This design comes from an exercise in tuning for small area and a short achievable clock period on the open sky130 flow, not from production work.
Power is estimated from default activity; no workload was simulated.

==> flow/design.v (excerpt) <==
module dma_iface_top (
   input  logic        pcie_clk,
   input  logic        rst_n,
   input  logic [1:0]  host_wr_if_sel,
   input  logic [3:0]  host_wr_mem_sel,
   input  logic [9:0]  host_wr_hi_addr,
   input  logic [31:0] host_wr_hi_data,
   input  logic [3:0]  host_wr_hi_mask,
   input  logic        host_wr_hi_en,
   input  logic [9:0]  host_wr_lo_addr,
   input  logic [31:0] host_wr_lo_data,
   input  logic [3:0]  host_wr_lo_mask,
   input  logic        host_wr_lo_en,
   input  logic [1:0]  host_rd_if_sel,
   input  logic [3:0]  host_rd_mem_sel,
   input  logic [9:0]  host_rd_addr_hi,
   input  logic        host_rd_en_hi,
   input  logic [9:0]  host_rd_addr_lo,
   input  logic        host_rd_en_lo,
   output logic [31:0] host_rd_data_hi,
   output logic [31:0] host_rd_data_lo,
   input  logic [2:0]  max_payload_size,
   input  logic [2:0]  max_read_req_size,
   output logic        iface_rdy,
   output logic [63:0] tx_dsc_mask,
   output logic [63:0] rx_dsc_mask,
   output logic [15:0] rx_byte_wait,
   input  logic [3:0]  dsc_rd_addr,
   input  logic        dsc_rd_en,
   output logic [63:0] dsc_rd_data,
   output logic        dsc_rd_valid,
   input  logic [3:0]  dsc_clr_addr,
   input  logic        dsc_clr_en
);
Size: about 3,400 cells after synthesis, ~1,300 flip-flops.
==> flow/config.mk <==
export PLATFORM = sky130hd
export DESIGN_NAME = dma_iface_top
export DESIGN_NICKNAME = dma_iface_top
export VERILOG_FILES = /design/flow/design.v
export SDC_FILE = /design/flow/constraint.sdc
export NUM_CORES = 4
export LEC_CHECK = 0
export CAP_MARGIN = 20
export CORE_MARGIN = 2
export CORE_UTILIZATION = 50
export CTS_CLUSTER_DIAMETER = 60
export CTS_CLUSTER_SIZE = 24
export PLACE_DENSITY = 0.65
export SETUP_SLACK_MARGIN = 1.9
export SLEW_MARGIN = 20
export SYNTH_HIERARCHICAL = 1
==> flow/constraint.sdc <==
create_clock -name core_clock -period 4.0 [get_ports {pcie_clk}]
set_input_delay 0.8000 -clock core_clock [delete_from_list [all_inputs] [get_ports {pcie_clk}]]
set_output_delay 0.8000 -clock core_clock [all_outputs]
set_load 0.01 [all_outputs]
standard.sh (not shown) runs the stock make flow with config.mk's settings and CLKGATE_MAP_FILE= SYNTH_SCRIPT=/design/flow/synth_recipe.tcl, a recipe that flattens the netlist after the stock synthesis.
==> flow/flow/run.sh <==
#!/bin/bash
# standard synthesis, then the standard layout with plain buffers on the ports
set -euo pipefail
bash standard.sh synth > synth.log 2>&1
bash standard.sh "BUFFER_PORTS_ARGS=-buffer_cell sky130_fd_sc_hd__buf_2" finish > layout.log 2>&1
Edit:
--- a/flow/config.mk
+++ b/flow/config.mk
@@ -8,9 +8,8 @@
 export CAP_MARGIN = 20
 export CORE_MARGIN = 2
-export CORE_UTILIZATION = 50
+export CORE_UTILIZATION = 40
 export CTS_CLUSTER_DIAMETER = 60
 export CTS_CLUSTER_SIZE = 24
-export PLACE_DENSITY = 0.65
-export SETUP_SLACK_MARGIN = 1.9
+export SETUP_SLACK_MARGIN = 2.1
 export SLEW_MARGIN = 20
 export SYNTH_HIERARCHICAL = 1
=> Global-route usage drops by 3.9 points. Combinational power grows by 23%. Hold slack gets worse by 44 ps. Final cell count rises by 11%. Non-clock buffer count went up by 216. Synthesized area is unchanged. Clock skew climbs by 14 ps. Worst setup slack is better by 47 ps. Final area rose by 11%. First-iteration DRC count is higher by 0.71%.
Edit:
--- a/flow/config.mk
+++ b/flow/config.mk
@@ -9,7 +9,5 @@
 export CORE_MARGIN = 2
 export CORE_UTILIZATION = 40
-export CTS_CLUSTER_DIAMETER = 60
-export CTS_CLUSTER_SIZE = 24
-export SETUP_SLACK_MARGIN = 2.1
+export SETUP_SLACK_MARGIN = 1.9
 export SLEW_MARGIN = 20
 export SYNTH_HIERARCHICAL = 1
Global-route usage drops by 0.82 points.
Worst hold slack gets worse by 28 ps.
First-iteration DRC count is about the same.
Clock-buffer cell count grows by 81.
Wire length shrinks by about 4.6%.
Register-to-register slack loses 120 ps.
Clock power goes up by 19%.
Via count came out lower by 3.3%.
Maximum frequency fell by 2.4%.
Die area does not change.
Final area came out lower by about 5.4%.
Function was not checked in any run of this note: the RTL went through the layout flow alone.

port drivers added, routing unchanged:
The flow's constraints put no driver on any port. The routed layouts listed below were extracted and timed again, unchanged, in two steps. Step 1 assumes that a clkbuf_16 drives the clock port and a buf_2 every other input. Step 2 moves the port delays by t, midway between the first and last clock arrival at a register: inputs arrive t later, outputs are due t later. That takes back most of the time a late clock gives input paths. Slacks: ideal ports / drivers / drivers and shift; pairs: ideal ports / drivers.
run	shift t [ns]	setup slack, ns	worst setup path at the end	pins driven straight from the clock port
the first run	0.734	1.921 / 1.850 / 1.196	input to register	1
the second run	0.764	1.968 / 1.838 / 1.073	input to register	1
the third run	0.782	1.918 / 1.857 / 1.076	input to register	1
After both steps every run listed still meets setup and hold. For the second run, which loses most, drivers alone change the setup slack by -0.130 ns; drivers and shift together by -0.895 ns.
